This design comes from an exercise in tuning for small area on the open sky130 flow, not from production work. At most, simulation tests tie the RTL to the original design; equivalence was not proved. For runs 1 and 2, only the layout was checked, not whether the RTL still works. The flow treats the clock pin as an ideal source, which a real chip does not have.

<file path="config.mk">
export PLATFORM = sky130hd
export DESIGN_NAME = snake_game_top
export DESIGN_NICKNAME = snake_game_top
export VERILOG_FILES = /design/flow/design.v
export SDC_FILE = /design/flow/constraint.sdc
export NUM_CORES = 4
export LEC_CHECK = 0
export CAP_MARGIN = 20
export CORE_MARGIN = 2
export CORE_UTILIZATION = 40
export CTS_BUF_LIST = sky130_fd_sc_hd__clkbuf_8
export SLEW_MARGIN = 20
</file>
<file path="flow/run.sh">
#!/bin/bash
# The standard layout flow (standard.sh) with these changes:
#  - synthesis: the adder extraction step finds full adders only (extract_fa -fa; half
#    adders are left to ABC), and the final ABC technology mapping uses
#    flow/abc_area.script (an area-oriented mapping) instead of ORFS's
#    abc_speed.script. Everything else in synthesis (Yosys synth, flip-flop mapping,
#    register names) is unchanged.
#  - placement: every input and output port still gets its own buffer, but a buf_1
#    (buffer_ports -buffer_cell) instead of the default pick.
#  - CTS: the standard clock_tree_synthesis call, with clkbuf_8 buffers and without
#    dummy loads (-dont_use_dummy_load).
# Floorplan, power grid, tap cells, placement and routing are the standard ones.
set -euo pipefail
W=$(pwd)

# Synthesis script: synth_recipe.tcl, sourcing a copy of ORFS's synth.tcl in which the
# ABC script argument is replaced after synth_preamble.tcl has set it, and the
# extract_fa call is limited to full adders
sed -e "s#^source \$::env(SCRIPTS_DIR)/synth_preamble.tcl\$#&\nlset abc_args 1 $W/flow/abc_area.script#" \
    -e "s#^  extract_fa {\*}\[dont_use_extract_fa_args\]\$#  extract_fa -fa#" \
    "$FLOW_HOME/scripts/synth.tcl" > "$W/synth_orfs_area.tcl"
grep -q "lset abc_args 1" "$W/synth_orfs_area.tcl"
grep -q "^  extract_fa -fa\$" "$W/synth_orfs_area.tcl"
sed -e "s#^source \$::env(SCRIPTS_DIR)/synth.tcl\$#source $W/synth_orfs_area.tcl#" \
    synth_recipe.tcl > "$W/synth_recipe_area.tcl"
grep -q "synth_orfs_area.tcl" "$W/synth_recipe_area.tcl"
sed -e "s#SYNTH_SCRIPT=[^ ]*#SYNTH_SCRIPT=$W/synth_recipe_area.tcl#" standard.sh > "$W/standard_area.sh"
grep -q "synth_recipe_area.tcl" "$W/standard_area.sh"

export BUFFER_PORTS_ARGS="-buffer_cell sky130_fd_sc_hd__buf_1"
export CTS_ARGS="-sink_clustering_enable -repair_clock_nets -dont_use_dummy_load -buf_list sky130_fd_sc_hd__clkbuf_8"
bash "$W/standard_area.sh" > "$W/flow_make.log" 2>&1
</file>
<file path="design.v">
`timescale 1ns/1ps
`default_nettype none
module snake_game_top (
    input  logic       clock_25,
    input  logic       reset,            
    input  logic       game_tik,
    input  logic       right_btn,
    input  logic       left_btn,
    output logic [6:0] head_x,
    output logic [6:0] head_y,
    output logic [6:0] fruit_x,
    output logic [6:0] fruit_y,
    output logic [7:0] score,
    output logic [3:0] snake_length,
    output logic [1:0] heading,
    output logic       game_over
);
    localparam logic [2:0] ST_IDLE = 3'd0, ST_WAIT = 3'd1, ST_MOVING = 3'd2, ST_MOVE_DONE = 3'd3,
                           ST_EATEN = 3'd4, ST_FRUIT_UPDATE = 3'd5, ST_COLLISION = 3'd6;
    function automatic logic [7:0] sub7(input logic [6:0] a, input logic [6:0] b);
        logic c;
        c = 1'b1;
        for (int k = 0; k < 7; k++) begin
            sub7[k] = a[k] ^ ~b[k] ^ c;
            c = (a[k] & ~b[k]) | (a[k] & c) | (~b[k] & c);
        end
        sub7[7] = ~c;
    endfunction
    function automatic logic [5:0] addsub6(input logic [5:0] a, input logic [5:0] b, input logic sub);
        logic c;
        logic bb;
        c = sub;
        for (int k = 0; k < 6; k++) begin
            bb = b[k] ^ sub;
            addsub6[k] = a[k] ^ bb ^ c;
            c = (a[k] & bb) | (a[k] & c) | (bb & c);
        end
    endfunction
    function automatic logic [3:0] add42(input logic [3:0] a, input logic b, input logic c);
        logic k;
        add42[0] = a[0] ^ b ^ c;
        k = (a[0] & b) | (a[0] & c) | (b & c);
        add42[1] = a[1] ^ k;
        k = a[1] & k;
        add42[2] = a[2] ^ k;
        k = a[2] & k;
        add42[3] = a[3] ^ k;
    endfunction
    function automatic logic [3:0] inc4(input logic [3:0] a, input logic e);
        logic c;
        c = e;
        for (int k = 0; k < 4; k++) begin
            inc4[k] = a[k] ^ c;
            c = c & a[k];
        end
    endfunction
    logic [1:0] right_shift, left_shift;
    logic       right_pulse, left_pulse;
    always_ff @(posedge clock_25 or negedge reset) begin
        if (!reset) begin
            right_shift <= 2'b00;
            left_shift  <= 2'b00;
            right_pulse <= 1'b0;
            left_pulse  <= 1'b0;
        end else begin
            right_shift <= {right_shift[0], right_btn};
            left_shift  <= {left_shift[0], left_btn};
            right_pulse <= right_shift[0] & ~right_shift[1];
            left_pulse  <= left_shift[0] & ~left_shift[1];
        end
    end
    wire start_press = right_pulse | left_pulse;
    logic [2:0] state, next_state;
    logic       collision, fruit_eaten, fruit_bad;
    wire restart  = (state == ST_IDLE) || (state == ST_COLLISION);
    wire step     = state == ST_MOVE_DONE;
    wire eat      = state == ST_EATEN;
    wire resample = (state == ST_EATEN) || (state == ST_FRUIT_UPDATE);
    assign game_over = state == ST_COLLISION;
    always_comb begin
        next_state = state;
        case (state)
            ST_IDLE:         if (start_press) next_state = ST_WAIT;
            ST_WAIT:         if (game_tik) next_state = ST_MOVING;
            ST_MOVING:       next_state = ST_MOVE_DONE;
            ST_MOVE_DONE:    next_state = collision ? ST_COLLISION : fruit_eaten ? ST_EATEN : ST_WAIT;
            ST_EATEN:        next_state = ST_FRUIT_UPDATE;
            ST_FRUIT_UPDATE: if (!fruit_bad) next_state = ST_WAIT;
            ST_COLLISION:    if (start_press) next_state = ST_IDLE;
            default:         next_state = ST_IDLE;
        endcase
    end
    always_ff @(posedge clock_25 or negedge reset) begin
        if (!reset) state <= ST_IDLE;
        else        state <= next_state;
    end
    logic [1:0] turn;                
    always_ff @(posedge clock_25 or negedge reset) begin
        if (!reset)                         turn <= 2'b00;
        else if (restart)                   turn <= 2'b00;
        else if (right_pulse && left_pulse) turn <= 2'b00;
        else if (right_pulse)               turn <= 2'b10;
        else if (left_pulse)                turn <= 2'b01;
        else if (step)                      turn <= 2'b00;
    end
    logic [1:0] dir [0:13];
    always_ff @(posedge clock_25 or negedge reset) begin
        if (!reset)             heading <= 2'd0;
        else if (restart)       heading <= 2'd0;
        else if (turn != 2'b00) heading <= {~(dir[0][1] ^ dir[0][0]), dir[0][1] ^ turn[1]};
    end
    logic       grow_pending;        
    logic       len_sat;             
    logic [3:0] live;                
    assign snake_length = len_sat ? 4'd15 : 4'd6 + score[3:0];
    assign live = snake_length - 4'd1 - {3'b000, grow_pending};
    wire       step_vert = heading[1];
    wire       step_down = heading[0] ^ heading[1];       
    wire [6:0] step_from = step_vert ? head_y : head_x;
    logic [6:0] step_to;
    always_comb begin
        logic c;
        c = 1'b1;
        for (int k = 0; k < 7; k++) begin
            step_to[k] = step_from[k] ^ c;
            c = c & (step_from[k] ^ step_down);
        end
    end
    wire wall_hit = (head_x == 7'd0   && heading == 2'd1)
                 || (head_x == 7'd123 && heading == 2'd0)
                 || (head_y == 7'd0   && heading == 2'd2)
                 || (head_y == 7'd80  && heading == 2'd3);
    always_comb begin
        head_x_d = head_x;
        head_y_d = head_y;
        if (restart) begin
            head_x_d = 7'd8;
            head_y_d = 7'd40;
        end else if (step && !collision) begin
            if (step_vert) head_y_d = step_to;
            else           head_x_d = step_to;
        end
    end
    always_ff @(posedge clock_25) begin
        head_x <= head_x_d;
        head_y <= head_y_d;
    end
    always_ff @(posedge clock_25) begin
        if (step) begin
            dir[0] <= {heading[0] ^ heading[1], heading[0]};
            for (int i = 1; i < 14; i++) dir[i] <= dir[i-1];
        end
        if (restart)
            for (int i = 0; i < 5; i++) dir[i] <= 2'd0;
    end
    always_ff @(posedge clock_25) begin
        if (restart) begin
            grow_pending <= 1'b0;
            len_sat      <= 1'b0;
        end else if (eat) begin
            grow_pending <= ~len_sat;
            len_sat      <= len_sat | score[3];
        end else if (step) begin
            grow_pending <= 1'b0;
        end
    end
    logic [6:0] lfsr_x, lfsr_y;
    assign lfsr_x_d = {lfsr_x[5:0], lfsr_x[6] ^ lfsr_x[5]};
    assign lfsr_y_d = {lfsr_y[5:0], lfsr_y[6] ^ lfsr_y[5]};
    always_ff @(posedge clock_25 or negedge reset) begin
        if (!reset) begin
            lfsr_x <= 7'b0011100;
            lfsr_y <= 7'b0110000;
        end else begin
            lfsr_x <= lfsr_x_d;
            lfsr_y <= lfsr_y_d;
        end
    end
    always_ff @(posedge clock_25) begin
        if (restart) begin
            fruit_x <= 7'd8;
            fruit_y <= 7'd42;
        end else if (resample && (eat || fruit_bad)) begin
            fruit_x <= lfsr_x;
            fruit_y <= lfsr_y;
        end
    end
    logic [7:0] score_inc;
    always_comb begin
        logic c;
        c = 1'b1;
        for (int k = 0; k < 8; k++) begin
            score_inc[k] = score[k] ^ c;
            c = c & score[k];
        end
    end
    always_ff @(posedge clock_25 or negedge reset) begin
        if (!reset)       score <= 8'd0;
        else if (restart) score <= 8'd0;
        else if (eat)     score <= score_inc;
    end
    wire self_mode = state == ST_MOVING;
    logic [6:0] lfsr_x_d, lfsr_y_d, head_x_d, head_y_d;
    wire [7:0] fx = sub7(lfsr_x_d, head_x_d);
    wire [7:0] fy = sub7(lfsr_y_d, head_y_d);
    wire fx_near = (fx[7:4] == 4'b0000) || (fx[7:4] == 4'b1111);
    wire fy_near = (fy[7:4] == 4'b0000) || (fy[7:4] == 4'b1111);
    wire [5:0] fu = addsub6({fx[4], fx[4:0]}, {fy[4], fy[4:0]}, 1'b0);
    wire [5:0] fw = addsub6({fx[4], fx[4:0]}, {fy[4], fy[4:0]}, 1'b1);
    wire fu_near = fu[5] == fu[4];
    wire fw_near = fw[5] == fw[4];
    wire self_next = (state == ST_WAIT) && game_tik;
    logic       t_ok, t_par;
    logic [3:0] t_u, t_w;
    always_ff @(posedge clock_25) begin
        t_ok  <= self_next | (fx_near & fy_near & fu_near & fw_near);
        t_par <= ~self_next & fu[0];
        t_u   <= self_next ? 4'b1111 : ~fu[4:1];
        t_w   <= self_next ? 4'b1111 : ~fw[4:1];
    end
    logic [3:0] wu [0:7];
    logic [3:0] ww [0:7];
    logic       hit;
    always_comb begin
        wu[0] = t_u;
        ww[0] = t_w;
        for (int j = 0; j < 7; j++) begin
            wu[j+1] = add42(wu[j], dir[2*j][1], dir[2*j+1][1]);
            ww[j+1] = add42(ww[j], dir[2*j][0], dir[2*j+1][0]);
        end
        hit = 1'b0;
        for (int j = 0; j < 7; j++) begin
            if ((2*j < 5 || live > 4'(2*j)) && t_par == 1'b1
                && wu[j] == (dir[2*j][1] ? 4'(j - 1) : 4'(j))
                && ww[j] == (dir[2*j][0] ? 4'(j - 1) : 4'(j)))
                hit = 1'b1;
            if ((2*j+1 < 5 || live > 4'(2*j+1)) && t_par == 1'b0
                && wu[j+1] == 4'(j) && ww[j+1] == 4'(j))
                hit = 1'b1;
        end
        hit = hit & t_ok;
    end
    logic check;
    always_ff @(posedge clock_25)
        check <= hit | (~self_mode & (lfsr_x >= 7'd124 || lfsr_y >= 7'd81 || (t_ok && !t_par && t_u == 4'b1111 && t_w == 4'b1111)));
    assign fruit_eaten = (fruit_x == head_x) && (fruit_y == head_y);
    assign collision   = check | wall_hit;
    assign fruit_bad   = check;
endmodule
`default_nettype wire
</file>
<file path="constraint.sdc">
create_clock -name core_clock -period 7.0 [get_ports {clock_25}]
set_input_delay 1.4000 -clock core_clock [delete_from_list [all_inputs] [get_ports {clock_25}]]
set_output_delay 1.4000 -clock core_clock [all_outputs]
set_load 0.01 [all_outputs]
</file>
<file path="standard.sh">
#!/bin/bash
# synth_recipe.tcl (not shown) runs the flow's synth.tcl, then flattens the netlist and writes it again
# the make line also repeats each setting of config.mk as NAME=value (left out here)
make -C /OpenROAD-flow-scripts/flow DESIGN_CONFIG=/design/flow/config.mk WORK_HOME=/design/flow/orfs CLKGATE_MAP_FILE= SYNTH_SCRIPT=/design/flow/synth_recipe.tcl "${@:-finish}"
</file>
<file path="flow/abc_area.script">
strash
ifraig
scorr
dc2
dretime
strash
&get -n
&dch -f
&nf -R 1000 -p -F 8 -C 32
&put
</file>
==> results.tsv, run 1 <==
metric	value	unit
io_buffer_count	47	
drtAntennaViolNets	0	
die_w	125	um
critPathBufInv	2	
final-max-slew-violation-count	0	
drt-total-wl	13800	um
dr.max_layer_used	met4	
finalHoldViolations	0	
rows	44	
final_cell_mix	clkinv_1 (60), nor2_1 (60), nand2_1 (54), o21ai_0 (52), dfxtp_1 (51)	
synth_cell_types	43	
slew-limit-headroom	34.9	%
routed-wl-met2	6590	um
vias	4557	
start_kind	flip-flop	
drt_iter0_markers	260	
finalSetupTns	0	ns
hold_path_class	flip-flop to flip-flop	
ys_seq_area_share	42.0	%
grt_first_pass_wirelength	22800	um
rsz0062_at_grt	false	
synth-warning-count	4	
viasPerCell	5.28	
synth_cells	620	
end_kind	flip-flop	
nets	720	
critPathArrivalTime	5.86	ns
yosys.area.top_type	dfxtp_1	
timing.critical_path.mode_cell	fa_1	
crit_fanout	6	
cts_buffers	9	
crit_required	7.31	ns
async_flop_share	33.7	%
status	complete, no violations	
cpPeakStageDelay	0.59	ns
antenna_cells	0	
cp_top_family	adder cells	
ff2ff_path_depth	15	
post-route-util	44.4	%
critPathSlowestCell	fa_1	
drc	0	
maxCapViolations	0	
grt_remaining_overflow	0	
min_period	5.55	ns
syn_to_final_growth	9.52	%
gr-usage-all-layers	18.5	%
nFillCells	1391	
wl_per_cell	16.0	um
cts_resized	0	
die_h	125	um
finalSetupViolCount	0	
fin_hold_ws	0.369	ns
multiInputGateArea	0.00314	mm2
worst_slew_pin_slew	0.974	ns
synth_nets	659	
synth_top_area_share	17.5	%
drive_above_1_share	2.80	%
avgSynthCellArea	9.39	um2
syn_area	0.00582	mm2
antenna_found_initial	0	
path_clk_slew	0.11	ns
worstPathCellList	fa_1, clkinv_1, fa_1, fa_1, fa_1, fa_1, fa_1, clkinv_1, fa_1, or3_1, a2111oi_0, a21oi_1, o21ai_0, o31ai_1, o21ai_0	
cp.depth	15	
post_cts_buffers	0	
synth.area.top_cells	dfxtp_1 (18%), dfrtp_1 (13%), fa_1 (12%)	
holdPathStages	0	
ys_seq_elements	104	
crit_type	flip-flop to flip-flop	
gp_congestion	0.922	
grt_pass1_vias	4343	
hpwl	10400	um
min_period_over_period	79.3	%
io_pins	48	
ys.flop_type	dfxtp_1	
skew	0.0363	ns
die-area	0.0155	mm2
grt_max_degree	36	
start_util	40.5	%
wl_met3	698	um
clk_latency	0.40	ns
synth-edff-count	18	
coreArea	0.0144	mm2
wl_met1	6090	um
seq_area	0.00244	mm2
cts_tree	yes	
first_pass_iters	5	
clkSinkCount	104	
cts_hold_buffers	0	
max_freq	180	MHz
-- synth_stat cells, drive strengths merged, types with 21 or more instances --
cell and n:
a21oi 44, clkinv 60, dfrtp 30, dfxtp 51
fa 34, nand2 54, nand2b 21, nor2 60
nor3 23, o21ai 52, xnor2 31, xor2 35
-- state kept, by name (all words and copies together) (netlist names) --
name / flops
check: 1
dir: 28
fruit_x: 7
fruit_y: 7
grow_pending: 1
head_x: 7
head_y: 7
heading: 2
left_pulse: 1
left_shift: 2
len_sat: 1
lfsr_x: 7
lfsr_y: 7
right_pulse: 1
right_shift: 2
score: 8
state: 3
t_ok: 1
t_par: 1
t_u: 4
t_w: 4
turn: 2
-- layout make-up --
type,instances,area share (%)
tap,184,3.61
sequential,104,38.3
timing repair buffer,51,3.26
multi-input combinational,455,49.3
inverter,60,3.53
clock buffer,9,1.94
-- path summary, 6_finish.rpt --
check / startpoint / end / slack (ns)
worst max register to register: dir[0][0] / check / 1.45
worst min register to register: lfsr_x[2] / lfsr_x[3] / 0.37
worst max-delay path: dir[0][0] / check / 1.45
min in group asynchronous: reset / lfsr_x[0] / 1.11
max in group asynchronous: reset / score[2] / 5.27
worst min-delay path: lfsr_x[2] / lfsr_x[3] / 0.37
-- metrics by stage --
step           std cells  instance area [um2]  worst slack, ns
3_5_place_dp         854                 6250             1.46
6_report             863                 6370             1.45
2_1_floorplan        620                 5820             1.63
4_1_cts              863                 6370             1.44
5_1_grt              863                 6370            0.961
3_3_place_gp         854                 6250             1.58
-- per-layer routing --
layer  track usage (%)  up-vias
met3              4.17       30
li1                  -     2247
met5                 0        -
met1              24.0     2152
met4              7.53        0
met2              30.1      128
-- logic make-up (layout without fill, tap and decap cells) --
family | after synthesis | count (layout) | synth area share [%]
xor gates and xnor gates | 66 | 66 | 9.93
buffers and inverters | 61 | 120 | 4.00
DFF | 104 | 104 | 42.0
adders and majority gates | 34 | 34 | 11.7
muxes | 11 | 11 | 1.89
and+or+nand+nor | 209 | 209 | 17.1
AOI/OAI and AO/OA | 135 | 135 | 13.4
==> run 2, diff against run 1 <==
--- a/design.v
+++ b/design.v
@@ -104,6 +104,8 @@
         else if (step)                      turn <= 2'b00;
     end
     logic [1:0] dir [0:13];
+    logic [1:0] dir_n [0:13];        
+    always_comb for (int i = 0; i < 14; i++) dir[i] = ~dir_n[i];
     always_ff @(posedge clock_25 or negedge reset) begin
         if (!reset)             heading <= 2'd0;
         else if (restart)       heading <= 2'd0;
@@ -147,11 +149,11 @@
     end
     always_ff @(posedge clock_25) begin
         if (step) begin
-            dir[0] <= {heading[0] ^ heading[1], heading[0]};
-            for (int i = 1; i < 14; i++) dir[i] <= dir[i-1];
+            dir_n[0] <= ~{heading[0] ^ heading[1], heading[0]};
+            for (int i = 1; i < 14; i++) dir_n[i] <= dir_n[i-1];
         end
         if (restart)
-            for (int i = 0; i < 5; i++) dir[i] <= 2'd0;
+            for (int i = 0; i < 5; i++) dir_n[i] <= 2'b11;
     end
     always_ff @(posedge clock_25) begin
         if (restart) begin
==> run 2 against run 1 <==
Critical path type unchanged; maximum frequency decreased by 2.8%; global-route usage increased by 0.81 points; die area decreased by 1.2%.
==> results.tsv, run 2 <==
metric	value	unit
min_period	5.71	ns
post-route-util	45.3	%
syn_to_final_growth	9.82	%
start_kind	flip-flop	
final-max-slew-violation-count	0	
first_pass_iters	6	
synth.area.top_cells	dfxtp_1 (18%), dfrtp_1 (13%), fa_1 (12%)	
syn_area	0.00575	mm2
hold_path_class	flip-flop to flip-flop	
r2r_slack	1.29	ns
synth_top_area_share	17.8	%
end_kind	flip-flop	
worstPathCellList	nand2b_1, nor4b_1, a21oi_1, nor2_1, a211oi_1, nand3_1, nor2_1, nand2_1, nor2_1, a21oi_1, nand2b_1, fa_1, fa_1, clkinv_1, fa_1, fa_1, clkinv_1, fa_1, xor2_1, nand4_1, o31ai_1	
cts_resized	0	
coreArea	0.0139	mm2
synth_common_cells	a21oi_1 (57), dfxtp_1 (51), nand2_1 (51), clkinv_1 (48), nor2_1 (46)	
async_flop_share	33.7	%
critPathArrivalTime	6.01	ns
gr-usage-all-layers	19.3	%
die_h	124	um
synth_cell_types	43	
clkSinkCount	104	
skew	0.0276	ns
met2_usage	31.6	%
yosys.area.top_type	dfxtp_1	
final_cell_mix	a21oi_1 (56), nand2_1 (51), dfxtp_1 (51), clkinv_1 (48)	
post_cts_buffers	0	
cts_tree	yes	
cpPeakStageDelay	0.79	ns
top_register	dir_n	
gp_congestion	0.865	
avgSynthCellArea	9.70	um2
io_pins	48	
ys.flop_type	dfxtp_1	
busiest_layer	met2	
worst_slew_pin_slew	1.05	ns
start_util	41.3	%
r2r_end	t_ok	
die-area	0.0153	mm2
timing.critical_path.mode_cell	fa_1	
ys_seq_elements	104	
fin_hold_ws	0.374	ns
die_w	124	um
largest_reg_flops	28	
io_buffer_count	47	
crit_fanout	17	
placed_area	0.00619	mm2
r2r_start	heading[1]	
wl_per_cell	16.6	um
crit_type	flip-flop to flip-flop	
grt_pass1_vias	4353	
clk_latency	0.39	ns
holdPathStages	0	
met1_usage	25.1	%
viasPerCell	5.47	
grt_max_degree	36	
finalSetupViolCount	0	
synth-edff-count	18	
yosysMostFrequentCell	a21oi_1	
slew-limit-headroom	29.9	%
ys_seq_area_share	42.5	%
final_area	0.00631	mm2
drt_iter0_markers	366	
hold_end	lfsr_y[5]	
grt_remaining_overflow	0	
grt_first_pass_wirelength	22500	um
holdCritStartpoint	lfsr_y[4]	
path_clk_slew	0.11	ns
layout_commonest_cell	a21oi_1	
finalHoldViolations	0	
antenna_cells	0	
crit_required	7.30	ns
finalSetupTns	0	ns
grtUsageMet3	4.58	%
drc	0	
top_regs	dir_n (28), score (8)	
vias	4558	
drtAntennaViolNets	0	
rows	43	
critPathSlowestCell	dfrtp_1	
min_period_over_period	81.6	%
maxCapViolations	0	
ff2ff_path_depth	21	
cts_buffers	9	
synth-warning-count	5	
hpwl	10500	um
synth_cells	593	
max_freq	175	MHz
antenna_found_initial	0	
nets	694	
synth_nets	632	
rsz0062_at_grt	false	
cts_hold_buffers	0	
status	complete, no violations	
drive_above_1_share	3.37	%
drt-total-wl	13900	um
## run 2: cell count changes after synthesis, sizes merged, moves of 5 or more
cell    previous run  this run
a21oi             44        57
clkinv            60        48
o21ai             52        45
nor4               7        12
nand2b            21        12
nor3              23        13
nor2              60        46
## run 2: kinds of logic after synthesis
family	Yosys count	share of synthesized area (%)
DFF	104	42.5
adders and majority gates	34	11.8
AOI/OAI and AO/OA	149	15.2
buffers and inverters	49	3.26
xor gates and xnor gates	64	9.75
muxes	11	1.98
and+or+nand+nor	182	15.4
## run 2: cell type report
class	count	area, um2
multi-input cells	440	3130
well taps	180	225
repair buffers	52	215
inverters	48	180
flip-flops and latches	104	2440
clock buffers	9	124
fillers	1339	7620
## run 2: worst max-delay path by stage
stage	cells past startpoint	start	slack, ns	endpoint
3_5_place_dp	23	heading[1]	1.36	t_ok
6_report	21	heading[1]	1.29	t_ok
5_1_grt	23	heading[1]	0.76	t_ok
3_3_place_gp	23	heading[1]	1.40	t_ok
4_1_cts	23	heading[1]	1.34	t_ok
2_1_floorplan	22	heading[1]	1.69	t_ok
## run 2: critical path: cells and delay by family, from the launching register on
kind | cells | cell delay, ns
AND/OR/NAND/NOR | 9 | 1.41
AO/OA/AOI/OAI | 4 | 0.88
adder cells (fa/ha/maj) | 5 | 2.17
buffers and inverters | 2 | 0.19
flip-flops | 1 | 0.79
XOR/XNOR | 1 | 0.18
## run 2: metal layers
metal,wire length [um],part of all wire (%)
met4,237,1.7
met3,654,4.7
met1,6240,45
met5,0,0
met2,6720,48
## run 2: stage by stage
| stage | setup WS (ns) | instances |
|---|---|---|
| 6_report | 1.29 | 833 |
| 3_3_place_gp | 1.40 | 824 |
| 4_1_cts | 1.34 | 833 |
| 2_1_floorplan | 1.69 | 593 |
| 3_5_place_dp | 1.36 | 824 |
| 5_1_grt | 0.762 | 833 |
==> run 3, diff against run 2 <==
--- a/design.v
+++ b/design.v
@@ -15,8 +15,8 @@
     output logic [1:0] heading,
     output logic       game_over
 );
-    localparam logic [2:0] ST_IDLE = 3'd0, ST_WAIT = 3'd1, ST_MOVING = 3'd2, ST_MOVE_DONE = 3'd3,
-                           ST_EATEN = 3'd4, ST_FRUIT_UPDATE = 3'd5, ST_COLLISION = 3'd6;
+    localparam logic [2:0] ST_IDLE = 3'd4, ST_WAIT = 3'd0, ST_MOVING = 3'd1, ST_MOVE_DONE = 3'd2,
+                           ST_EATEN = 3'd6, ST_FRUIT_UPDATE = 3'd7, ST_COLLISION = 3'd5;
     function automatic logic [7:0] sub7(input logic [6:0] a, input logic [6:0] b);
         logic c;
         c = 1'b1;
==> run 3 against run 2 <==
Still clean; synthesized cell count unchanged; clock-buffer cell count unchanged; final area decreased by 0.75%; maximum frequency increased by 3.5%; global-route usage decreased by 0.16 points; cell count unchanged; clock skew decreased by 0.0057 ns; area after synthesis decreased by 0.74%; highest routed layer unchanged.
==> results.tsv, run 3 <==
metric	value	unit
nets	694	
layout_commonest_cell	nand2_1	
drc	0	
clkSinkCount	104	
synth-warning-count	5	
avgSynthCellArea	9.62	um2
wl_per_cell	16.3	um
coreArea	0.0139	mm2
maxCapViolations	0	
rows	43	
cts_hold_buffers	0	
syn_area	0.00571	mm2
synth_common_cells	nand2_1 (57), clkinv_1 (53), dfxtp_1 (51), a21oi_1 (49), nor2_1 (47)	
finalSetupViolCount	0	
holdPathStages	0	
finalSetupTns	0	ns
grt_max_degree	36	
holdCritStartpoint	lfsr_x[2]	
crit_type	flip-flop to flip-flop	
min_period_over_period	78.8	%
skew	0.0219	ns
yosysMostFrequentCell	nand2_1	
grt_first_pass_wirelength	22400	um
final-max-slew-violation-count	0	
gp_congestion	0.913	
synth_top_area_share	17.9	%
rsz0062_at_grt	false	
grt_remaining_overflow	0	
syn_to_final_growth	9.80	%
largest_reg_flops	28	
antenna_cells	0	
r2r_end	check	
die-area	0.0152	mm2
antenna_found_initial	0	
min_period	5.52	ns
crit_fanout	5	
vias	4491	
yosys.area.top_type	dfxtp_1	
clk_latency	0.38	ns
end_kind	flip-flop	
ff2ff_path_depth	18	
drt_iter0_markers	274	
post-route-util	45.0	%
die_h	123	um
final_area	0.00627	mm2
r2r_slack	1.48	ns
status	complete, no violations	
hpwl	10400	um
nFillCells	1349	
worst_slew_pin_slew	1.04	ns
cts_resized	0	
synth-edff-count	18	
synth_cells	593	
ys_seq_area_share	42.8	%
placed_area	0.00614	mm2
synth.area.top_cells	dfxtp_1 (18%), dfrtp_1 (13%), fa_1 (12%)	
drt-total-wl	13500	um
ys_seq_elements	104	
hold_end	lfsr_x[3]	
drtAntennaViolNets	0	
first_pass_iters	5	
top_regs	dir_n (28), score (8)	
ys.flop_type	dfxtp_1	
top_register	dir_n	
io_pins	48	
slew-limit-headroom	30.4	%
final_cell_mix	nand2_1 (57), clkinv_1 (53), dfxtp_1 (51), a21oi_1 (49), nor2_1 (47)	
gr-usage-all-layers	19.2	%
post_cts_buffers	0	
hold_path_class	flip-flop to flip-flop	
viasPerCell	5.39	
io_buffer_count	47	
cts_buffers	9	
cts_tree	yes	
max_freq	181	MHz
start_kind	flip-flop	
crit_required	7.27	ns
drive_above_1_share	3.37	%
r2r_start	dir_n[0][1]	
grt_pass1_vias	4527	
finalHoldViolations	0	
start_util	41.0	%
async_flop_share	33.7	%
synth_cell_types	47	
synth_nets	632	
die_w	123	um
critPathArrivalTime	5.78	ns
path_clk_slew	0.09	ns
==> run 3: changes by cell type after synthesis, sizes merged, moves of 4 or more <==
cell     previous run  this run
a2111oi             4         0
a21oi              57        49
a41oi               4         0
clkinv             48        53
mux2i               8        12
nand2              51        57
nand4               7        13
nor3               13        20
nor4               12         8
==> run 3: per-layer routing <==
| layer | vias to the layer above | part of all wire, % | global-route usage [%] | wire, um |
|---|---|---|---|---|
| met3 | 19 | 4.1 | 4.43 | 562 |
| met5 | - | 0 | 0 | 0 |
| met2 | 110 | 48 | 32.1 | 6550 |
| met4 | 0 | 2.0 | 6.89 | 269 |
| li1 | 2174 | - | - | - |
| met1 | 2188 | 46 | 24.2 | 6170 |
==> run 3: how the worst max path moves through the flow <==
stage	start	end	depth (start not counted)	slack [ns]
final	dir_n[0][1]	check	18	1.48
after global routing	heading[1]	t_ok	20	0.97
after CTS	dir_n[0][1]	check	18	1.53
after detailed placement	dir_n[0][1]	check	18	1.56
after global placement	dir_n[0][1]	check	18	1.71
after floorplan	heading[1]	t_ok	20	1.73
==> run 3: worst max-delay path, stage by stage (launching register included) <==
cell and delay [ns]:
dfxtp_1 0.43, clkinv_1 0.16, fa_1 0.60, clkinv_1 0.10, fa_1 0.54, fa_1 0.48, fa_1 0.56, fa_1 0.49
fa_1 0.57, clkinv_1 0.12, fa_1 0.38, o21ai_0 0.18, a21oi_1 0.06, o2111ai_1 0.08, o31ai_1 0.11, a32oi_1 0.18
nand3_1 0.10, o21ai_0 0.18, nand2_1 0.07
==> run 3: layout make-up <==
class / instances / area [um2] / share of cell area (%)
inverter: 53 / 199 / 3.17
sequential: 104 / 2440 / 39.0
timing repair buffer: 52 / 215 / 3.43
multi-input combinational: 435 / 3060 / 48.8
clock buffer: 9 / 124 / 1.98
tap: 180 / 225 / 3.59
==> run 3: kinds of logic after synthesis <==
family / Yosys count / synth area share (%)
mux: 12 / 2.10
compound gates: 135 / 13.8
fa+ha+maj: 34 / 11.9
buf+inv: 54 / 3.62
xor+xnor: 61 / 9.36
flops: 104 / 42.8
simple gates: 193 / 16.3
==> run 3: metrics by stage <==
step | std cells | setup WS (ns) | hold WS, ns
detailed placement | 824 | 1.56 | 0.360
global placement | 824 | 1.71 | 0.352
finish | 833 | 1.48 | 0.372
global route | 833 | 0.973 | 0.376
CTS | 833 | 1.53 | 0.373
floorplan | 593 | 1.73 | 0.347
==> run 4, diff against run 3 <==
--- a/design.v
+++ b/design.v
@@ -203,8 +203,10 @@
     end
     wire self_mode = state == ST_MOVING;
     logic [6:0] lfsr_x_d, lfsr_y_d, head_x_d, head_y_d;
-    wire [7:0] fx = sub7(lfsr_x_d, head_x_d);
-    wire [7:0] fy = sub7(lfsr_y_d, head_y_d);
+    wire [6:0] tgt_x = self_mode ? fruit_x : lfsr_x_d;
+    wire [6:0] tgt_y = self_mode ? fruit_y : lfsr_y_d;
+    wire [7:0] fx = sub7(tgt_x, head_x_d);
+    wire [7:0] fy = sub7(tgt_y, head_y_d);
     wire fx_near = (fx[7:4] == 4'b0000) || (fx[7:4] == 4'b1111);
     wire fy_near = (fy[7:4] == 4'b0000) || (fy[7:4] == 4'b1111);
     wire [5:0] fu = addsub6({fx[4], fx[4:0]}, {fy[4], fy[4:0]}, 1'b0);
@@ -242,10 +244,11 @@
         end
         hit = hit & t_ok;
     end
+    wire tgt_on_head = t_ok && !t_par && t_u == 4'b1111 && t_w == 4'b1111;
     logic check;
     always_ff @(posedge clock_25)
-        check <= hit | (~self_mode & (lfsr_x >= 7'd124 || lfsr_y >= 7'd81 || (t_ok && !t_par && t_u == 4'b1111 && t_w == 4'b1111)));
-    assign fruit_eaten = (fruit_x == head_x) && (fruit_y == head_y);
+        check <= hit | (~self_mode & (lfsr_x >= 7'd124 || lfsr_y >= 7'd81 || tgt_on_head));
+    assign fruit_eaten = tgt_on_head;
     assign collision   = check | wall_hit;
     assign fruit_bad   = check;
 endmodule
==> run 4 against run 3 <==
Register-to-register slack got worse by 0.20 ns; critical endpoint is now t_ok; clock skew increased by 0.018 ns; maximum frequency decreased by 3.6%; core utilization about the same; still clean on timing, DRC and antenna; area after synthesis decreased by 0.92%; cell count decreased by 0.72%; wire length decreased by 3.2%.
==> results.tsv, run 4 <==
metric	value	unit
critPathArrivalTime	6.04	ns
async_flop_share	33.7	%
worst_slew_pin_slew	0.932	ns
coreArea	0.0138	mm2
crit_required	7.32	ns
grt_pass1_vias	4410	
hold_path_class	flip-flop to flip-flop	
dpl_worst_slack	1.31	ns
critPathBufInv	2	
path_clk_slew	0.10	ns
nets	688	
post_cts_buffers	0	
status	complete, no violations	
largest_reg_flops	28	
drc	0	
synth_cells	587	
final_cell_mix	nor2_1 (57), nand2_1 (57), dfxtp_1 (51), a21oi_1 (50), o21ai_0 (49)	
maxCapViolations	0	
syn_area	0.00565	mm2
hpwl	10000	um
crit_fanout	13	
drt_iter0_markers	281	
ys_seq_elements	104	
post-route-util	45.0	%
wl_per_cell	15.9	um
synth_cell_types	49	
cts_buffers	9	
synth_top_area_share	18.1	%
synth_nets	626	
min_period	5.72	ns
end_kind	flip-flop	
top_register	dir_n	
avgSynthCellArea	9.63	um2
yosys.area.top_type	dfxtp_1	
gr-usage-all-layers	19.1	%
clk_latency	0.40	ns
finalHoldViolations	0	
synth-edff-count	18	
grt_first_pass_wirelength	22100	um
drt-total-wl	13100	um
fin_hold_ws	0.378	ns
rows	43	
grt_max_degree	36	
drive_above_1_share	3.71	%
yosysMostFrequentCell	nor2_1	
vias	4453	
max_freq	175	MHz
slew-limit-headroom	37.9	%
worstPathCellList	clkinv_1, a41oi_1, a211oi_1, nor3_1, nand2_1, nor2_1, a21oi_1, and2_0, fa_1, fa_1, fa_1, fa_1, fa_1, clkinv_1, fa_1, o22ai_1, nand3_1, o31ai_1	
start_util	40.9	%
rsz0062_at_grt	false	
ys.flop_type	dfxtp_1	
synth.area.top_cells	dfxtp_1 (18%), dfrtp_1 (13%), fa_1 (12%)	
grt_remaining_overflow	0	
cpPeakStageDelay	0.69	ns
nFillCells	1310	
min_period_over_period	81.7	%
io_pins	48	
crit_type	flip-flop to flip-flop	
cts_hold_buffers	0	
viasPerCell	5.38	
finalSetupViolCount	0	
drtAntennaViolNets	0	
first_pass_iters	4	
skew	0.0400	ns
die-area	0.0151	mm2
gp_congestion	0.873	
syn_to_final_growth	10.0	%
final-max-slew-violation-count	0	
ys_seq_area_share	43.2	%
antenna_cells	0	
cp_top_family	adder cells	
top_regs	dir_n (28), score (8)	
critPathSlowestCell	dfrtp_1	
cts_tree	yes	
synth_common_cells	nor2_1 (58), nand2_1 (57), dfxtp_1 (51), a21oi_1 (50), o21ai_0 (49)	
finalSetupTns	0	ns
timing.critical_path.mode_cell	fa_1	
antenna_found_initial	0	
cts_resized	0	
die_h	123	um
setup_slack	1.28	ns
synth-warning-count	5	
start_kind	flip-flop	
clkSinkCount	104	
io_buffer_count	47	
die_w	123	um
-- run 4: changes by cell type in the layout (fill, tap and decap cells not counted), sizes merged, moves of 6 or more --
cell	before	now
xnor2	30	20
clkinv	53	38
nor2	47	58
nor2b	12	6
-- run 4: cell families after synthesis --
kind of cell	count (synthesis)	share of synthesized area (%)
AOI/OAI and AO/OA	139	14.1
xor gates and xnor gates	47	7.28
adders and majority gates	34	12.0
buffers and inverters	39	2.66
DFF	104	43.2
muxes	17	3.12
and+or+nand+nor	207	17.5
-- run 4: worst paths after layout --
check | slack (ns) | cells past startpoint | to | startpoint
min in group asynchronous | 1.13 | 1 | right_shift[1] | reset
max | 1.28 | 18 | t_ok | heading[1]
min | 0.38 | 0 | right_shift[1] | right_shift[0]
max in group asynchronous | 5.28 | 1 | turn[1] | reset
max reg2reg | 1.28 | 18 | t_ok | heading[1]
min reg2reg | 0.38 | 0 | right_shift[1] | right_shift[0]
-- run 4: layout make-up --
| class | count | area, um2 | area share, % |
|---|---|---|---|
| multi-input combinational | 444 | 3070 | 49.3 |
| sequential | 104 | 2440 | 39.3 |
| tap | 180 | 225 | 3.62 |
| timing repair buffer | 52 | 215 | 3.46 |
| inverter | 38 | 143 | 2.29 |
| clock buffer | 9 | 124 | 1.99 |
-- run 4: through the flow --
stage / cells / instance area, um2
6_report: 827 / 6220
2_1_floorplan: 587 / 5650
5_1_grt: 827 / 6220
3_3_place_gp: 818 / 6090
3_5_place_dp: 818 / 6090
4_1_cts: 827 / 6220
-- run 4: metal layers --
| metal | up-vias | track usage (%) | routed length, um |
|---|---|---|---|
| met5 | - | 0 | 0 |
| met4 | 0 | 7.33 | 298 |
| li1 | 2174 | - | - |
| met1 | 2164 | 22.8 | 5750 |
| met2 | 92 | 33.6 | 6610 |
| met3 | 23 | 4.20 | 461 |
==> run 5, diff against run 4 <==
--- a/design.v
+++ b/design.v
@@ -15,7 +15,7 @@
     output logic [1:0] heading,
     output logic       game_over
 );
-    localparam logic [2:0] ST_IDLE = 3'd4, ST_WAIT = 3'd0, ST_MOVING = 3'd1, ST_MOVE_DONE = 3'd2,
+    localparam logic [2:0] ST_IDLE = 3'd4, ST_WAIT = 3'd0, ST_MOVING = 3'd2, ST_MOVE_DONE = 3'd1,
                            ST_EATEN = 3'd6, ST_FRUIT_UPDATE = 3'd7, ST_COLLISION = 3'd5;
     function automatic logic [7:0] sub7(input logic [6:0] a, input logic [6:0] b);
         logic c;
@@ -46,14 +46,7 @@
         k = a[2] & k;
         add42[3] = a[3] ^ k;
     endfunction
-    function automatic logic [3:0] inc4(input logic [3:0] a, input logic e);
-        logic c;
-        c = e;
-        for (int k = 0; k < 4; k++) begin
-            inc4[k] = a[k] ^ c;
-            c = c & a[k];
-        end
-    endfunction
+    logic [6:0] lfsr_x_d, lfsr_y_d, head_x_d, head_y_d;
     logic [1:0] right_shift, left_shift;
     logic       right_pulse, left_pulse;
     always_ff @(posedge clock_25 or negedge reset) begin
@@ -167,15 +160,18 @@
         end
     end
     logic [6:0] lfsr_x, lfsr_y;
+    logic [6:0] lfsr_x_n, lfsr_y_n;      
+    assign lfsr_x   = ~lfsr_x_n;
+    assign lfsr_y   = ~lfsr_y_n;
     assign lfsr_x_d = {lfsr_x[5:0], lfsr_x[6] ^ lfsr_x[5]};
     assign lfsr_y_d = {lfsr_y[5:0], lfsr_y[6] ^ lfsr_y[5]};
     always_ff @(posedge clock_25 or negedge reset) begin
         if (!reset) begin
-            lfsr_x <= 7'b0011100;
-            lfsr_y <= 7'b0110000;
+            lfsr_x_n <= ~7'b0011100;
+            lfsr_y_n <= ~7'b0110000;
         end else begin
-            lfsr_x <= lfsr_x_d;
-            lfsr_y <= lfsr_y_d;
+            lfsr_x_n <= ~lfsr_x_d;
+            lfsr_y_n <= ~lfsr_y_d;
         end
     end
     always_ff @(posedge clock_25) begin
@@ -202,7 +198,6 @@
         else if (eat)     score <= score_inc;
     end
     wire self_mode = state == ST_MOVING;
-    logic [6:0] lfsr_x_d, lfsr_y_d, head_x_d, head_y_d;
     wire [6:0] tgt_x = self_mode ? fruit_x : lfsr_x_d;
     wire [6:0] tgt_y = self_mode ? fruit_y : lfsr_y_d;
     wire [7:0] fx = sub7(tgt_x, head_x_d);
--- a/config.mk
+++ b/config.mk
@@ -9,4 +9,5 @@
 export CORE_MARGIN = 2
 export CORE_UTILIZATION = 40
 export CTS_BUF_LIST = sky130_fd_sc_hd__clkbuf_8
+export GPL_TIMING_DRIVEN = 0
 export SLEW_MARGIN = 20
==> run 5 against run 4 <==
Still clean on timing, DRC and antenna; global-route usage shrank 1.8 points; maximum frequency shrank 3.5%; critical path type unchanged; critical path depth shrank 1; sequential share of layout area grew 0.37 points; flip-flop and latch count is the same; via count shrank 3.9%; clock-buffer cell count is the same; register-to-register slack lost 0.21 ns.
==> results.tsv, run 5 <==
metric	value	unit
io_buffer_count	47	
met1_usage	22.2	%
drtAntennaViolNets	0	
drt-total-wl	12100	um
worstPathCellList	or4b_1, o21ai_0, a31oi_1, o21ai_0, nor3b_1, o21ai_0, a21oi_1, nand2_1, fa_1, clkinv_1, fa_1, fa_1, fa_1, clkinv_1, fa_1, xnor2_1, o41ai_1	
worst_slew_pin_slew	1.05	ns
nets	677	
hpwl	9230	um
timing.critical_path.mode_cell	fa_1	
ys.flop_type	dfxtp_1	
syn_to_final_growth	10.3	%
cts_buffers	9	
maxCapViolations	0	
min_period_over_period	84.7	%
final-max-slew-violation-count	0	
status	complete, no violations	
cpPeakStageDelay	0.77	ns
ys_seq_area_share	43.7	%
viasPerCell	5.25	
finalNonFillerCells	816	
gp_congestion	0.872	
post-route-util	44.8	%
coreArea	0.0138	mm2
async_flop_share	33.7	%
drive_above_1_share	3.93	%
cts_hold_buffers	0	
rsz0062_at_grt	false	
largest_reg_flops	28	
max_freq	169	MHz
crit_required	7.22	ns
die-area	0.0150	mm2
hold_path_class	flip-flop to flip-flop	
grt_pass1_vias	4117	
min_period	5.93	ns
final_cell_mix	a21oi_1 (66), nand2_1 (62), o21ai_0 (54), dfxtp_1 (51), buf_1 (46)	
finalSetupTns	0	ns
syn_area	0.00560	mm2
synth_common_cells	a21oi_1 (66), nand2_1 (62), o21ai_0 (54), dfxtp_1 (51), nor2_1 (38)	
synth.area.top_cells	dfxtp_1 (18%), fa_1 (12%), dfrtp_1 (11%)	
first_pass_iters	4	
critPathSlowestCell	nor3b_1	
finalHoldViolations	0	
synth_top_area_share	18.2	%
die_h	122	um
yosys.area.top_type	dfxtp_1	
top_regs	dir_n (28), score (8)	
crit_type	flip-flop to flip-flop	
antenna_cells	0	
drc	0	
gr-usage-all-layers	17.4	%
start_util	40.7	%
nFillCells	1407	
finalSetupViolCount	0	
placedCellCount	807	
skew	0.0386	ns
end_kind	flip-flop	
avgSynthCellArea	9.69	um2
drt_iter0_markers	173	
vias	4280	
critPathArrivalTime	6.15	ns
cts_tree	yes	
rows	43	
io_pins	48	
busiest_layer	met2	
top_register	dir_n	
synth-warning-count	5	
wl_per_cell	14.8	um
met2_usage	28.7	%
synth_nets	617	
clkSinkCount	104	
grtUsageMet3	3.16	%
synth-edff-count	18	
cts_resized	0	
path_clk_slew	0.11	ns
grt_remaining_overflow	0	
layout_commonest_cell	a21oi_1	
start_kind	flip-flop	
slew-limit-headroom	30.1	%
clk_latency	0.39	ns
grt_first_pass_wirelength	20100	um
synth_cell_types	46	
synth_cells	578	
yosysMostFrequentCell	a21oi_1	
die_w	122	um
antenna_found_initial	0	
post_cts_buffers	0	
crit_fanout	19	
grt_max_degree	30	
ys_seq_elements	104	
## run 5: cell count changes after synthesis, sizes merged, moves of 5 or more
cell	delta
nor2	-20
mux2	-5
o22ai	-5
nand2b	-6
a21oi	+16
nand2	+5
o21ai	+5
## run 5: metal layers
layer	wire length [um]	share of wire, %
met4	360	3.0
met3	416	3.4
met5	0	0
met1	5430	45
met2	5860	49
## run 5: area by class of cell
type | instances | area (um2) | share of cell area (%)
timing repair buffer | 49 | 213 | 3.44
sequential | 104 | 2450 | 39.7
tap | 180 | 225 | 3.65
multi-input combinational | 436 | 3020 | 48.9
buffer | 1 | 7.51 | 0.122
clock buffer | 9 | 124 | 2.01
inverter | 37 | 139 | 2.25
## run 5: critical path, delay by kind of cell (launching register included)
kind	cells	cell delay, ns
buf+inv	2	0.16
flops	1	0.61
xor+xnor	1	0.15
compound gates	6	1.56
fa+ha+maj	5	2.17
simple gates	3	1.15
## run 5: worst paths after layout
kind | startpoint | endpoint | slack (ns) | depth (start not counted)
setup / recovery | heading[1] | t_ok | 1.07 | 17
hold / removal | lfsr_y_n[0] | lfsr_y_n[1] | 0.36 | 0
setup reg to reg | heading[1] | t_ok | 1.07 | 17
hold reg to reg | lfsr_y_n[0] | lfsr_y_n[1] | 0.36 | 0
max in group asynchronous | reset | state[2] | 5.52 | 2
min in group asynchronous | reset | right_shift[0] | 0.93 | 1
## run 5: metrics by stage
| stage | setup slack, ns | hold slack [ns] | area [um2] |
|---|---|---|---|
| finish | 1.07 | 0.364 | 6180 |
| detailed placement | 1.09 | 0.365 | 6050 |
| CTS | 1.08 | 0.367 | 6180 |
| global route | 0.655 | 0.371 | 6180 |
| global placement | 0.693 | 0.356 | 6000 |
| floorplan | 1.84 | 0.347 | 5600 |
## run 5: logic make-up after synthesis
kind of cell               after synthesis  share of synthesized area [%]
buffers and inverters                   38                           2.61
muxes                                   11                           1.97
adders and majority gates               34                           12.2
AOI/OAI and AO/OA                      150                           14.9
DFF                                    104                           43.7
and+or+nand+nor                        191                           16.8
xor gates and xnor gates                50                           7.82
==> run 6, diff against run 5 <==
--- a/config.mk
+++ b/config.mk
@@ -9,5 +9,4 @@
 export CORE_MARGIN = 2
 export CORE_UTILIZATION = 40
 export CTS_BUF_LIST = sky130_fd_sc_hd__clkbuf_8
-export GPL_TIMING_DRIVEN = 0
 export SLEW_MARGIN = 20
==> run 6 against run 5 <==
Via count is 1.6% higher; non-clock buffer count decreased by 1; worst setup slack better by 0.40 ns; core utilization is 0.24 points lower; critical endpoint is now check; cell count shrank 0.12%; die area did not move; flip-flop and latch count did not move; global-route usage is 0.71 points higher.
==> results.tsv, run 6 <==
metric	value	unit
end_kind	flip-flop	
grt_max_degree	36	
finalHoldViolations	0	
worst_slew_pin_slew	1.02	ns
largest_reg_flops	28	
maxCapViolations	0	
status	complete, no violations	
min_period	5.52	ns
coreArea	0.0138	mm2
start_kind	flip-flop	
synth_cell_types	46	
nets	676	
synth-warning-count	5	
drive_above_1_share	3.78	%
cts_hold_buffers	0	
avgSynthCellArea	9.69	um2
grt_pass1_vias	4219	
io_pins	48	
cts_tree	yes	
setup_slack	1.48	ns
grt_remaining_overflow	0	
antenna_cells	0	
first_pass_iters	5	
synth_top_area_share	18.2	%
drt-total-wl	12400	um
dpl_worst_slack	1.49	ns
ys.flop_type	dfxtp_1	
viasPerCell	5.34	
synth-edff-count	18	
r2r_slack	1.48	ns
die_w	122	um
synth.area.top_cells	dfxtp_1 (18%), fa_1 (12%), dfrtp_1 (11%)	
finalSetupViolCount	0	
crit_required	7.30	ns
drtAntennaViolNets	0	
finalSetupTns	0	ns
skew	0.0360	ns
die_h	122	um
antenna_found_initial	0	
clkSinkCount	104	
synth_cells	578	
synth_common_cells	a21oi_1 (66), nand2_1 (62), o21ai_0 (54), dfxtp_1 (51), nor2_1 (38)	
crit_fanout	6	
gp_congestion	0.888	
yosysMostFrequentCell	a21oi_1	
min_period_over_period	78.9	%
hold_path_class	flip-flop to flip-flop	
path_clk_slew	0.11	ns
gr-usage-all-layers	18.1	%
drc	0	
max_freq	181	MHz
syn_to_final_growth	9.67	%
crit_type	flip-flop to flip-flop	
clk_latency	0.39	ns
final_cell_mix	a21oi_1 (66), nand2_1 (62), o21ai_0 (54), dfxtp_1 (51), buf_1 (46)	
top_register	dir_n	
slew-limit-headroom	32.1	%
rsz0062_at_grt	false	
io_buffer_count	47	
drt_iter0_markers	257	
ys_seq_area_share	43.7	%
async_flop_share	33.7	%
placed_area	0.00602	mm2
critPathArrivalTime	5.83	ns
final-max-slew-violation-count	0	
wl_per_cell	15.2	um
vias	4350	
ys_seq_elements	104	
rows	43	
cts_resized	0	
final_area	0.00614	mm2
top_regs	dir_n (28), score (8)	
layout_commonest_cell	a21oi_1	
post_cts_buffers	0	
die-area	0.0150	mm2
syn_area	0.00560	mm2
cts_buffers	9	
start_util	40.7	%
yosys.area.top_type	dfxtp_1	
hpwl	9600	um
synth_nets	617	
grt_first_pass_wirelength	21000	um
[run 6: final cells by class]
cell class,instances,area [um2]
flip-flops and latches,104,2450
well taps,180,225
inverters,37,139
clock buffers,9,124
multi-input cells,436,3010
fillers,1400,7630
repair buffers,49,193
[run 6: logic make-up after synthesis]
kind of cell	synth area share, %
multiplexers	1.97
flip-flops	43.7
AO/OA/AOI/OAI	14.9
adder cells (fa/ha/maj)	12.2
AND/OR/NAND/NOR	16.8
buffers and inverters	2.61
XOR/XNOR	7.82
[run 6: routing by layer]
metal | up-vias | track usage, % | share of wire [%] | wire length [um]
met5 | - | 0 | 0 | 0
met4 | 0 | 7.40 | 3.0 | 367
met3 | 30 | 4.32 | 3.3 | 415
met2 | 88 | 30.1 | 50 | 6150
met1 | 2080 | 22.6 | 44 | 5490
li1 | 2152 | - | - | -
[run 6: worst paths after layout]
path | start | end | depth (start not counted)
max | dir_n[0][1] | check | 16
min | lfsr_x_n[0] | lfsr_x_n[1] | 0
max reg2reg | dir_n[0][1] | check | 16
min reg2reg | lfsr_x_n[0] | lfsr_x_n[1] | 0
max in group asynchronous | reset | heading[1] | 1
min in group asynchronous | reset | lfsr_x_n[4] | 1
[run 6: worst max-delay path: stages (launching register included)]
cell      delay (ns)
dfxtp_1         0.44
clkinv_1        0.16
fa_1            0.60
clkinv_1        0.10
fa_1            0.55
fa_1            0.49
fa_1            0.59
fa_1            0.50
fa_1            0.57
clkinv_1        0.09
fa_1            0.43
nor3_1          0.20
nand4_1         0.10
o21ai_0         0.25
a41o_1          0.20
o21ai_0         0.09
o21ai_0         0.08
[run 6: stage by stage]
step	std cells	utilization, %	hold slack (ns)
after CTS	815	44.6	0.359
after floorplan	578	-	0.347
final	815	44.6	0.358
after detailed placement	806	43.7	0.367
after global routing	815	44.6	0.363
after global placement	806	43.7	0.358
==> run 7, diff against run 6 <==
--- a/design.v
+++ b/design.v
@@ -209,12 +209,12 @@
     wire fu_near = fu[5] == fu[4];
     wire fw_near = fw[5] == fw[4];
     wire self_next = (state == ST_WAIT) && game_tik;
-    logic       t_ok, t_par;
+    wire       near = fx_near & fy_near & fu_near & fw_near;
+    logic       t_par;
     logic [3:0] t_u, t_w;
     always_ff @(posedge clock_25) begin
-        t_ok  <= self_next | (fx_near & fy_near & fu_near & fw_near);
         t_par <= ~self_next & fu[0];
-        t_u   <= self_next ? 4'b1111 : ~fu[4:1];
+        t_u   <= self_next ? 4'b1111 : near ? ~fu[4:1] : 4'b0111;
         t_w   <= self_next ? 4'b1111 : ~fw[4:1];
     end
     logic [3:0] wu [0:7];
@@ -237,9 +237,8 @@
                 && wu[j+1] == 4'(j) && ww[j+1] == 4'(j))
                 hit = 1'b1;
         end
-        hit = hit & t_ok;
-    end
-    wire tgt_on_head = t_ok && !t_par && t_u == 4'b1111 && t_w == 4'b1111;
+    end
+    wire tgt_on_head = !t_par && t_u == 4'b1111 && t_w == 4'b1111;
     logic check;
     always_ff @(posedge clock_25)
         check <= hit | (~self_mode & (lfsr_x >= 7'd124 || lfsr_y >= 7'd81 || tgt_on_head));
--- a/config.mk
+++ b/config.mk
@@ -5,8 +5,8 @@
 export SDC_FILE = /design/flow/constraint.sdc
 export NUM_CORES = 4
 export LEC_CHECK = 0
-export CAP_MARGIN = 20
+export CAP_MARGIN = 0
 export CORE_MARGIN = 2
 export CORE_UTILIZATION = 40
 export CTS_BUF_LIST = sky130_fd_sc_hd__clkbuf_8
-export SLEW_MARGIN = 20
+export SLEW_MARGIN = 0
==> run 7 against run 6 <==
Hold slack gained 0.026 ns; core utilization grew 0.093 points; cell count is the same.
==> results.tsv, run 7 <==
metric	value	unit
grt_first_pass_wirelength	21300	um
worst_slew_pin_slew	1.03	ns
skew	0.0298	ns
clkSinkCount	103	
status	complete, no violations	
synth-edff-count	18	
finalHoldViolations	0	
min_period	6.16	ns
crit_type	flip-flop to flip-flop	
crit_fanout	19	
top_regs	dir_n (28), score (8)	
nets	676	
rows	43	
ys.flop_type	dfxtp_1	
critPathBufInv	4	
drt_iter0_markers	278	
top_register	dir_n	
finalSetupTns	0	ns
layout_commonest_cell	a21oi_1	
final_cell_mix	a21oi_1 (73), nand2_1 (56), o21ai_0 (51), dfxtp_1 (50), buf_1 (46)	
min_period_over_period	88.0	%
drc	0	
synth-warning-count	5	
largest_reg_flops	28	
final-max-slew-violation-count	0	
yosys.area.top_type	dfxtp_1	
worstPathCellList	nor3b_1, o211ai_1, a21oi_1, nor3_1, nor3b_1, nor2b_1, o21ai_0, fa_1, fa_1, clkinv_1, fa_1, fa_1, clkinv_1, fa_1, xor2_1, nand3_1, a2111oi_0, buf_4, clkinv_1, o21ai_0	
cts_resized	0	
clk_latency	0.38	ns
rsz0062_at_grt	false	
hold_path_class	flip-flop to flip-flop	
io_pins	48	
synth_nets	614	
vias	4382	
critPathSlowestCell	nor3b_1	
wl_met1	5870	um
grt_remaining_overflow	0	
wl_met3	654	um
cts_hold_buffers	0	
critPathArrivalTime	6.46	ns
drive_above_1_share	4.25	%
fin_hold_ws	0.384	ns
viasPerCell	5.38	
start_kind	flip-flop	
io_buffer_count	47	
first_pass_iters	5	
end_kind	flip-flop	
cpPeakStageDelay	0.73	ns
maxCapViolations	0	
post-route-util	44.7	%
syn_area	0.00557	mm2
antenna_cells	0	
avgSynthCellArea	9.69	um2
start_util	40.6	%
cts_buffers	9	
die-area	0.0149	mm2
grt_pass1_vias	4270	
yosysMostFrequentCell	a21oi_1	
coreArea	0.0137	mm2
synth_top_area_share	18.0	%
hpwl	9870	um
syn_to_final_growth	10.1	%
slew-limit-headroom	31.6	%
synth_cell_types	46	
async_flop_share	34.0	%
die_h	122	um
routed-wl-met2	6040	um
finalSetupViolCount	0	
ys_seq_area_share	43.6	%
max_freq	162	MHz
final_area	0.00613	mm2
dr.max_layer_used	met4	
die_w	122	um
cts_tree	yes	
post_cts_buffers	0	
drtAntennaViolNets	0	
grt_max_degree	36	
drt-total-wl	12900	um
gr-usage-all-layers	18.5	%
antenna_found_initial	0	
path_clk_slew	0.10	ns
timing.critical_path.mode_cell	fa_1	
wl_per_cell	15.8	um
synth.area.top_cells	dfxtp_1 (18%), fa_1 (12%), dfrtp_1 (11%)	
synth_common_cells	a21oi_1 (73), nand2_1 (56), o21ai_0 (51), dfxtp_1 (50), nor2_1 (40)	
crit_required	7.30	ns
gp_congestion	0.904	
synth_cells	575	
ys_seq_elements	103	
cp_top_family	adder cells	
placed_area	0.00601	mm2
-- run 7: worst reg2reg max path, stage by stage (launching register included) --
cell       delay [ns]
dfrtp_1          0.63
nor3b_1          0.26
o211ai_1         0.17
a21oi_1          0.06
nor3_1           0.35
nor3b_1          0.73
nor2b_1          0.24
o21ai_0          0.17
fa_1             0.46
fa_1             0.55
clkinv_1         0.11
fa_1             0.44
fa_1             0.37
clkinv_1         0.06
fa_1             0.43
xor2_1           0.17
nand3_1          0.11
a2111oi_0        0.39
buf_4            0.20
clkinv_1         0.05
o21ai_0          0.14
-- run 7: path summary, 6_finish.rpt --
path,cells past startpoint,slack [ns],to,from
hold / removal,0,0.38,left_shift[1],left_shift[0]
setup / recovery,20,0.84,t_u[3],heading[1]
hold reg to reg,0,0.38,left_shift[1],left_shift[0]
setup reg to reg,20,0.84,t_u[3],heading[1]
min in group asynchronous,1,1.15,lfsr_y_n[4],reset
max in group asynchronous,1,5.26,score[0],reset
-- run 7: cell type report --
class	count	area [um2]
tap	180	225
timing repair buffer	52	215
multi-input combinational	439	3020
fill	1321	7590
inverter	32	120
clock buffer	9	124
sequential	103	2430
-- run 7: cell families (layout without fill, tap and decap cells) --
logic type | Yosys count | after routing | synth area share, %
AND/OR/NAND/NOR | 195 | 195 | 17.4
AO/OA/AOI/OAI | 150 | 150 | 14.8
flip-flops | 103 | 103 | 43.6
XOR/XNOR | 51 | 51 | 8.02
adder cells (fa/ha/maj) | 34 | 34 | 12.2
buffers and inverters | 33 | 93 | 2.29
multiplexers | 9 | 9 | 1.64
-- run 7: layer usage --
metal / global-route usage [%] / vias up
li1: - / 2138
met1: 24.1 / 2101
met2: 29.3 / 124
met3: 4.78 / 19
met4: 7.61 / 0
met5: 0 / -
-- run 7: through the flow --
stage / setup WS [ns] / instances
after floorplan: 1.01 / 575
after global placement: 1.16 / 806
after detailed placement: 0.867 / 806
after CTS: 0.841 / 815
after global routing: 0.268 / 815
final: 0.839 / 815
==> run 8, diff against run 7 <==
--- a/config.mk
+++ b/config.mk
@@ -5,8 +5,8 @@
 export SDC_FILE = /design/flow/constraint.sdc
 export NUM_CORES = 4
 export LEC_CHECK = 0
-export CAP_MARGIN = 0
+export CAP_MARGIN = 20
 export CORE_MARGIN = 2
-export CORE_UTILIZATION = 40
+export CORE_UTILIZATION = 60
 export CTS_BUF_LIST = sky130_fd_sc_hd__clkbuf_8
-export SLEW_MARGIN = 0
+export SLEW_MARGIN = 20
==> run 8 against run 7 <==
Still clean on timing, DRC and antenna; core utilization rose by 22 points; area after synthesis did not move; worst setup slack worse by 0.33 ns; synthesized cell count unchanged; cell count decreased by 8.6%.
==> results.tsv, run 8 <==
metric	value	unit
critPathArrivalTime	6.78	ns
async_flop_share	34.0	%
dpl_worst_slack	0.342	ns
cp-startpoint	heading[1]	
skew	0.0267	ns
path_clk_slew	0.08	ns
grtUsageMet3	5.15	%
synth-edff-count	18	
seq_area	0.00243	mm2
holdCritStartpoint	left_shift[0]	
die-area	0.0101	mm2
ys_seq_elements	103	
max_freq	154	MHz
largest_reg_flops	28	
viasPerCell	5.82	
drive_above_1_share	4.10	%
r2r_end	t_u[3]	
hold_path_class	flip-flop to flip-flop	
worst_slew_pin_slew	0.986	ns
top_register	dir_n	
crit_type	flip-flop to flip-flop	
nFillCells	807	
grt_remaining_overflow	0	
cts_buffers	9	
io_buffer_count	47	
antenna_cells	0	
avgSynthCellArea	9.69	um2
grt_max_degree	36	
post-route-util	66.3	%
cts_hold_buffers	0	
synth.area.top_cells	dfxtp_1 (18%), fa_1 (12%), dfrtp_1 (11%)	
io_pins	48	
cp-endpoint	t_u[3]	
die_w	100	um
yosys.area.top_type	dfxtp_1	
wl_per_cell	16.5	um
finalHoldViolations	0	
synth_cell_types	46	
nets	675	
end_kind	flip-flop	
synth_common_cells	a21oi_1 (73), nand2_1 (56), o21ai_0 (51), dfxtp_1 (50), nor2_1 (40)	
fin_hold_ws	0.368	ns
layout_commonest_cell	a21oi_1	
post_cts_buffers	0	
yosysMostFrequentCell	a21oi_1	
busiest_layer	met2	
rsz0062_at_grt	false	
ys.flop_type	dfxtp_1	
r2r_start	heading[1]	
clk_latency	0.37	ns
min_period_over_period	92.8	%
hpwl	9490	um
syn_to_final_growth	8.42	%
clkSinkCount	103	
first_pass_iters	4	
status	complete, no violations	
slew-limit-headroom	34.3	%
min_period	6.49	ns
finalSetupTns	0	ns
synth_nets	614	
die_h	100	um
vias	4339	
finalNonFillerCells	745	
gr-usage-all-layers	26.0	%
grt_pass1_vias	4124	
rows	35	
multiInputGateArea	0.00302	mm2
maxCapViolations	0	
final-max-slew-violation-count	0	
met2_usage	43.8	%
start_util	61.2	%
coreArea	0.00911	mm2
gp_congestion	0.919	
antenna_found_initial	0	
drt-total-wl	12300	um
cts_tree	yes	
crit_fanout	19	
setup_slack	0.507	ns
grt_first_pass_wirelength	20400	um
start_kind	flip-flop	
drt_iter0_markers	204	
r2r_slack	0.51	ns
crit_required	7.28	ns
ff2ff_path_depth	19	
drc	0	
met1_usage	34.6	%
synth-warning-count	5	
final_cell_mix	a21oi_1 (73), nand2_1 (56), o21ai_0 (51), dfxtp_1 (50), buf_1 (46)	
synth_cells	575	
ys_seq_area_share	43.6	%
placedCellCount	736	
drtAntennaViolNets	0	
top_regs	dir_n (28), score (8)	
syn_area	0.00557	mm2
synth_top_area_share	18.0	%
finalSetupViolCount	0	
==> run 8: cell types whose count changed in the layout (fill, tap and decap cells not counted) <==
| cell | delta |
|---|---|
| a2111oi_1 | +1 |
| a2111oi_0 | -1 |
| buf_4 | -1 |
==> run 8: worst min-delay path by stage <==
stage / end / slack, ns / cells after the start
global route: left_shift[1] / 0.39 / 0
global placement: left_shift[1] / 0.35 / 0
CTS: left_shift[1] / 0.37 / 0
finish: left_shift[1] / 0.37 / 0
floorplan: left_shift[1] / 0.35 / 0
detailed placement: left_shift[1] / 0.36 / 0
==> run 8: cells by family (layout without fill, tap and decap cells) <==
group / after synthesis / count (layout) / share of synthesized area [%]
buffers and inverters: 33 / 92 / 2.29
multiplexers: 9 / 9 / 1.64
AO/OA/AOI/OAI: 150 / 150 / 14.8
XOR/XNOR: 51 / 51 / 8.02
flip-flops: 103 / 103 / 43.6
AND/OR/NAND/NOR: 195 / 195 / 17.4
adder cells (fa/ha/maj): 34 / 34 / 12.2
==> run 8: final cells by class <==
cell class	count	area share, %
Clock buffer	9	2.05
Inverter	32	1.99
Multi-Input combinational cell	439	50.0
Sequential cell	103	40.2
Tap cell	111	2.30
Timing Repair Buffer	51	3.44
==> run 8: metrics by stage <==
| step | cell area (um2) |
|---|---|
| after detailed placement | 5910 |
| final | 6040 |
| after CTS | 6040 |
| after global placement | 5910 |
| after global routing | 6040 |
| after floorplan | 5570 |
==> run 8: worst max-delay path, stage by stage (launching register included) <==
cell       delay [ns]
dfrtp_1          0.62
nor3b_1          0.26
o211ai_1         0.19
a21oi_1          0.07
nor3_1           0.40
nor3b_1          0.68
nor2b_1          0.24
o21ai_0          0.17
fa_1             0.47
fa_1             0.56
clkinv_1         0.12
fa_1             0.45
fa_1             0.38
clkinv_1         0.07
fa_1             0.44
xor2_1           0.19
nand3_1          0.11
a2111oi_1        0.73
clkinv_1         0.13
o21ai_0          0.17
==> run 8: metal layers <==
layer / share of wire [%] / routed length [um]
met3: 5.3 / 650
met1: 43 / 5360
met2: 50 / 6160
met5: 0 / 0
met4: 1.2 / 151
==> run 8: what timing repair did <==
item,CTS,global route
hold endpoints to repair,0,0
setup endpoints to repair,0,1
gates resized for setup,0,1

## re-timing with driven ports
How much do the figures lean on ideal ports? The routed layouts below were timed once more, with nothing changed but the port constraints. Step 1, drivers: a clkbuf_16 drives clock_25 and a buf_2 each remaining input, both assumed. Step 2 moves the port delays by t, midway between the first and last clock arrival at a register: inputs arrive t later, outputs are due t later. That takes back most of the time a late clock gives input paths. a / b / c = no drivers / after step 1 / after step 2; a / b = the first two.
run	t, ns	setup slack, ns	clock arrival spread, ns	slew at the worst register clock pin (ns)
run 1	0.424	1.452 / 1.452 / 1.452	0.036 / 0.037	0.11 / 0.11
run 2	0.412	1.291 / 1.291 / 1.291	0.028 / 0.028	0.11 / 0.11
run 3	0.405	1.484 / 1.484 / 1.484	0.028 / 0.028	0.09 / 0.09
run 4	0.410	1.279 / 1.279 / 1.279	0.041 / 0.041	0.10 / 0.10
run 5	0.406	1.074 / 1.074 / 1.074	0.039 / 0.039	0.11 / 0.11
run 6	0.407	1.476 / 1.476 / 1.476	0.042 / 0.042	0.11 / 0.11
run 7	0.399	0.839 / 0.839 / 0.839	0.030 / 0.030	0.10 / 0.10
run 8	0.386	0.507 / 0.507 / 0.507	0.042 / 0.041	0.11 / 0.11
After both steps setup and hold are still met in every run listed.
